What follows belongs to an exercise in optimizing a design on an open flow for small area and a short achievable clock period; a production flow would make more cautious choices. At most, simulation tests tie the RTL to the original design; equivalence was not proved. Power is estimated from default activity; no workload was simulated.

## v6
==> flow/design.v <==
package dma_pkg;
    localparam int addr_w     = 32;
    localparam int data_w     = 64;
    localparam int beat_bytes = data_w / 8;
    localparam int pixel_w = 24;
    localparam int burst_len   = 16;
    localparam int burst_bytes = burst_len * beat_bytes;
    localparam int image_w = 16;
    localparam int image_h = 4;
    localparam int frame_bytes = image_w * image_h * beat_bytes;
    localparam int buff_num = 3;
    localparam int fifo_depth = 64;
    typedef logic [data_w-1:0] beat_t;
    typedef logic [addr_w-1:0] addr_t;
    typedef logic [1:0] slot_t;
    typedef logic [$clog2(burst_len+1)-1:0] beat_cnt_t;
    typedef logic [$clog2(fifo_depth+1)-1:0] level_t;
endpackage
module dma_frame_writer #(
    parameter dma_pkg::addr_t wr_base_addr = 32'h0200_0000
) (
    input  logic                             M_AXI_ACLK,
    input  logic                             M_AXI_ARESETN,
    output dma_pkg::addr_t                   m_axi_awaddr,
    output logic [7:0]                       m_axi_awlen,
    output logic [2:0]                       m_axi_awsize,
    output logic [1:0]                       m_axi_awburst,
    output logic                             m_axi_awvalid,
    input  logic                             m_axi_awready,
    output dma_pkg::beat_t                   m_axi_wdata,
    output logic [dma_pkg::beat_bytes-1:0]   m_axi_wstrb,
    output logic                             m_axi_wlast,
    output logic                             m_axi_wvalid,
    input  logic                             m_axi_wready,
    input  logic [1:0]                       m_axi_bresp,
    input  logic                             m_axi_bvalid,
    output logic                             m_axi_bready,
    input  logic                             pre_vs,
    input  logic                             pre_de,
    input  logic [dma_pkg::pixel_w-1:0]      pre_data,
    output logic                             wr_req,
    input  logic                             wr_enable,
    output logic                             wr_burst_now,
    output logic                             wr_burst_end
);
    localparam int pw    = dma_pkg::pixel_w;
    localparam int ring  = dma_pkg::fifo_depth - 1;
    localparam int rp_w  = $clog2(ring);
    assign m_axi_awlen   = 8'(dma_pkg::burst_len - 1);
    assign m_axi_awsize  = 3'($clog2(dma_pkg::beat_bytes));
    assign m_axi_awburst = 2'b01;
    assign m_axi_wstrb   = '1;
    always_ff @(posedge M_AXI_ACLK) begin
        if (!M_AXI_ARESETN) m_axi_bready <= 1'b0;
        else                m_axi_bready <= 1'b1;
    end
    logic       vs_d;
    logic       vs_rise, vs_fall;
    logic [1:0] slot;
    logic       base_load;
    assign vs_rise = pre_vs && !vs_d;
    assign vs_fall = !pre_vs && vs_d;
    always_ff @(posedge M_AXI_ACLK) begin
        if (!M_AXI_ARESETN) begin
            vs_d      <= 1'b0;
            slot      <= 2'd0;
            base_load <= 1'b0;
        end else begin
            vs_d      <= pre_vs;
            base_load <= vs_fall;
            if (vs_fall) slot <= (slot == 2'd2) ? 2'd0 : slot + 2'd1;
        end
    end
    logic [pw-1:0]   head;
    logic [pw-1:0]   mem [ring];
    logic [ring:0]   occ;
    logic            hv;
    logic            full, empty, one;
    logic            push_ok, pop_ok, to_head;
    logic            ring_push, ring_pop;
    logic            w_hs;
    assign full      = occ[ring];
    assign empty     = !hv;
    assign one       = hv && occ[0];
    assign push_ok   = pre_de && !full && !vs_rise;
    assign pop_ok    = w_hs && !empty && !vs_rise;
    assign to_head   = pop_ok ? one : empty;
    assign ring_push = push_ok && !to_head;
    assign ring_pop  = pop_ok && !one;
    assign m_axi_wdata = {{(dma_pkg::data_w - pw){1'b0}}, head};
    logic [pw-1:0]   rdata;
    localparam int ngrp = ring / 3;
    logic [pw-1:0] grp_n [ngrp];
    for (genvar g = 0; g < ngrp; g++) begin : g_grp
        for (genvar b = 0; b < pw; b++) begin : g_bit
            ring_aoi u_aoi (
                .s0 (occ[3*g+1]), .d0 (mem[3*g][b]),
                .s1 (occ[3*g+2]), .d1 (mem[3*g+1][b]),
                .s2 (occ[3*g+3]), .d2 (mem[3*g+2][b]),
                .y_n(grp_n[g][b])
            );
        end
    end
    always_comb begin
        rdata = '0;
        for (int g = 0; g < ngrp; g++) rdata = rdata | ~grp_n[g];
    end
    always_ff @(posedge M_AXI_ACLK) begin
        if (pre_de && !full) begin
            mem[0] <= pre_data;
            for (int i = 1; i < ring; i++) mem[i] <= mem[i-1];
        end
    end
    always_ff @(posedge M_AXI_ACLK) begin
        if (!M_AXI_ARESETN || vs_rise) begin
            occ    <= (ring+1)'(1);
            hv     <= 1'b0;
            wr_req <= 1'b0;
            head   <= '0;
        end else begin
            if (ring_push && !ring_pop) begin
                occ    <= {occ[ring-1:0], 1'b0};
                wr_req <= wr_req || occ[14];
            end else if (ring_pop && !ring_push) begin
                occ    <= {1'b0, occ[ring:1]};
                wr_req <= wr_req && !occ[15];
            end
            if (to_head) begin
                head <= push_ok ? pre_data : '0;
                hv   <= push_ok;
            end else if (pop_ok) begin
                head <= rdata;
            end
        end
    end
    logic        start, aw_hs;
    logic [24:0] aw_hi;
    assign start = wr_req && wr_enable && !wr_burst_now;
    assign aw_hs = m_axi_awvalid && m_axi_awready;
    assign m_axi_awaddr = {aw_hi, wr_base_addr[6:0]};
    always_ff @(posedge M_AXI_ACLK) begin
        if (!M_AXI_ARESETN) begin
            wr_burst_now  <= 1'b0;
            m_axi_awvalid <= 1'b0;
            aw_hi         <= wr_base_addr[31:7];
        end else begin
            if (wr_burst_end) wr_burst_now <= 1'b0;
            else if (start)   wr_burst_now <= 1'b1;
            if (aw_hs)        m_axi_awvalid <= 1'b0;
            else if (start)   m_axi_awvalid <= 1'b1;
            if (base_load)    aw_hi <= wr_base_addr[31:7] + {21'd0, slot, 2'b00};
            else if (aw_hs)   aw_hi <= aw_hi + 25'd1;
        end
    end
    logic [3:0] beat_cnt;
    assign w_hs         = m_axi_wvalid && m_axi_wready;
    assign wr_burst_end = m_axi_wlast && m_axi_wready;
    always_ff @(posedge M_AXI_ACLK) begin
        if (!M_AXI_ARESETN) begin
            m_axi_wvalid <= 1'b0;
            m_axi_wlast  <= 1'b0;
            beat_cnt     <= 4'd0;
        end else begin
            if (wr_burst_end) m_axi_wvalid <= 1'b0;
            else if (aw_hs)   m_axi_wvalid <= 1'b1;
            if (wr_burst_end) beat_cnt <= 4'd0;
            else if (w_hs)    beat_cnt <= beat_cnt + 4'd1;
            m_axi_wlast <= m_axi_wlast ? !m_axi_wready
                                       : (w_hs && beat_cnt == 4'd14);
        end
    end
endmodule
module ring_aoi (
    input  logic s0, d0, s1, d1, s2, d2,
    output logic y_n
);
    assign y_n = !((s0 && d0) || (s1 && d1) || (s2 && d2));
endmodule
export LEC_CHECK = 0
export CAP_MARGIN = 20
export CORE_MARGIN = 2
export CORE_UTILIZATION = 40
export SETUP_SLACK_MARGIN = 2.95
export SLEW_MARGIN = 20
export SYNTH_HIERARCHICAL = 1
export SYNTH_MINIMUM_KEEP_SIZE = 0
export CTS_ARGS = -sink_clustering_enable -repair_clock_nets -dont_use_dummy_load -sink_clustering_size 20 -sink_clustering_max_diameter 80
export BUFFER_PORTS_ARGS = -buffer_cell sky130_fd_sc_hd__buf_2
create_clock -name core_clock -period 5.5 [get_ports {M_AXI_ACLK}]
standard.sh (not shown) runs the stock make flow with config.mk's settings and CLKGATE_MAP_FILE= SYNTH_SCRIPT=/design/flow/synth_recipe.tcl, a recipe that flattens the netlist after the stock synthesis.
==> flow/flow/run.sh <==
#!/bin/bash
# The standard layout (standard.sh) with two layout choices changed:
# clock tree sinks clustered more coarsely without dummy loads, and
# port buffers started from buf_2 (timing repair may still resize them).
set -euo pipefail
cat >> "$FLOW_CONFIG" <<'EOT'
export CTS_ARGS = -sink_clustering_enable -repair_clock_nets -dont_use_dummy_load -sink_clustering_size 20 -sink_clustering_max_diameter 80
export BUFFER_PORTS_ARGS = -buffer_cell sky130_fd_sc_hd__buf_2
EOT
bash standard.sh > standard.log 2>&1
The inputs of v7 differ from those of v6 as listed below.
diff --git a/flow/design.v b/flow/design.v
--- a/flow/design.v
+++ b/flow/design.v
@@ -70,9 +70,9 @@
             base_load <= vs_fall;
             if (vs_fall) slot <= (slot == 2'd2) ? 2'd0 : slot + 2'd1;
         end
     end
-    logic [pw-1:0]   head;
+    logic [pw-1:0]   head_lo, head_hi;
     logic [pw-1:0]   mem [ring];
     logic [ring:0]   occ;
     logic            hv;
     logic            full, empty, one;
@@ -86,10 +86,9 @@
     assign pop_ok    = w_hs && !empty && !vs_rise;
     assign to_head   = pop_ok ? one : empty;
     assign ring_push = push_ok && !to_head;
     assign ring_pop  = pop_ok && !one;
-    assign m_axi_wdata = {{(dma_pkg::data_w - pw){1'b0}}, head};
-    logic [pw-1:0]   rdata;
+    assign m_axi_wdata = {{(dma_pkg::data_w - pw){1'b0}}, head_lo | head_hi};
     localparam int ngrp = ring / 3;
     logic [pw-1:0] grp_n [ngrp];
     for (genvar g = 0; g < ngrp; g++) begin : g_grp
         for (genvar b = 0; b < pw; b++) begin : g_bit
@@ -100,11 +99,17 @@
                 .y_n(grp_n[g][b])
             );
         end
     end
+    localparam int nlo = (ngrp + 1) / 2;
+    logic [pw-1:0] rd_lo, rd_hi;
     always_comb begin
-        rdata = '0;
-        for (int g = 0; g < ngrp; g++) rdata = rdata | ~grp_n[g];
+        rd_lo = '0;
+        rd_hi = '0;
+        for (int g = 0; g < ngrp; g++) begin
+            if (g < nlo) rd_lo = rd_lo | ~grp_n[g];
+            else         rd_hi = rd_hi | ~grp_n[g];
+        end
     end
     always_ff @(posedge M_AXI_ACLK) begin
         if (pre_de && !full) begin
             mem[0] <= pre_data;
@@ -115,9 +120,10 @@
         if (!M_AXI_ARESETN || vs_rise) begin
             occ    <= (ring+1)'(1);
             hv     <= 1'b0;
             wr_req <= 1'b0;
-            head   <= '0;
+            head_lo <= '0;
+            head_hi <= '0;
         end else begin
             if (ring_push && !ring_pop) begin
                 occ    <= {occ[ring-1:0], 1'b0};
                 wr_req <= wr_req || occ[14];
@@ -125,12 +131,14 @@
                 occ    <= {1'b0, occ[ring:1]};
                 wr_req <= wr_req && !occ[15];
             end
             if (to_head) begin
-                head <= push_ok ? pre_data : '0;
-                hv   <= push_ok;
+                head_lo <= push_ok ? pre_data : '0;
+                head_hi <= '0;
+                hv      <= push_ok;
             end else if (pop_ok) begin
-                head <= rdata;
+                head_lo <= rd_lo;
+                head_hi <= rd_hi;
             end
         end
     end
     logic        start, aw_hs;
==> comparison <==
From v6 to v7 the numbers moved as follows: power up 1.4%; worst slack after detailed placement up 300 ps.
Final worst setup slack sits higher in v7 than in v6.
v7 vs. v6: number of rows created at floorplan went up, met1 wire length went down.
Last element of the critical path: head[11]$_SDFFE_PP0P_ -> v6, m_axi_wdata[12] -> v7
Only the layout flow was run in v6; the RTL was not checked for function there.

[what the ideal ports hide]
How much do the figures lean on ideal ports? The routed layouts below were timed once more, with nothing changed but the port constraints. Step 1 (the two cells are an assumption about what drives the block):
set clk [get_ports {M_AXI_ACLK}]
set_driving_cell -lib_cell sky130_fd_sc_hd__clkbuf_16 $clk
set_driving_cell -lib_cell sky130_fd_sc_hd__buf_2 [delete_from_list [all_inputs] $clk]
Step 2, shift: input delay + t, output delay - t, t = (earliest + latest rising clock arrival at the registers) / 2. This alone moves slack from input paths to output paths. a / b / c = ideal / step 1 / step 2; a / b = the first two.
run | t (ns) | slack for setup (ns) | worst setup path at the end | clock arrival spread, ns | worst data-port slew with drivers (ns)
v6 | 0.746 | 2.826 / 2.826 / 2.316 | input to register | 0.073 / 0.073 | 0.07
v7 | 0.750 | 2.926 / 2.849 / 2.302 | input to register | 0.073 / 0.073 | 0.06
After both steps every run listed still meets setup and hold. For v7, which loses most, drivers alone change the setup slack by -0.077 ns; drivers and shift together by -0.624 ns.
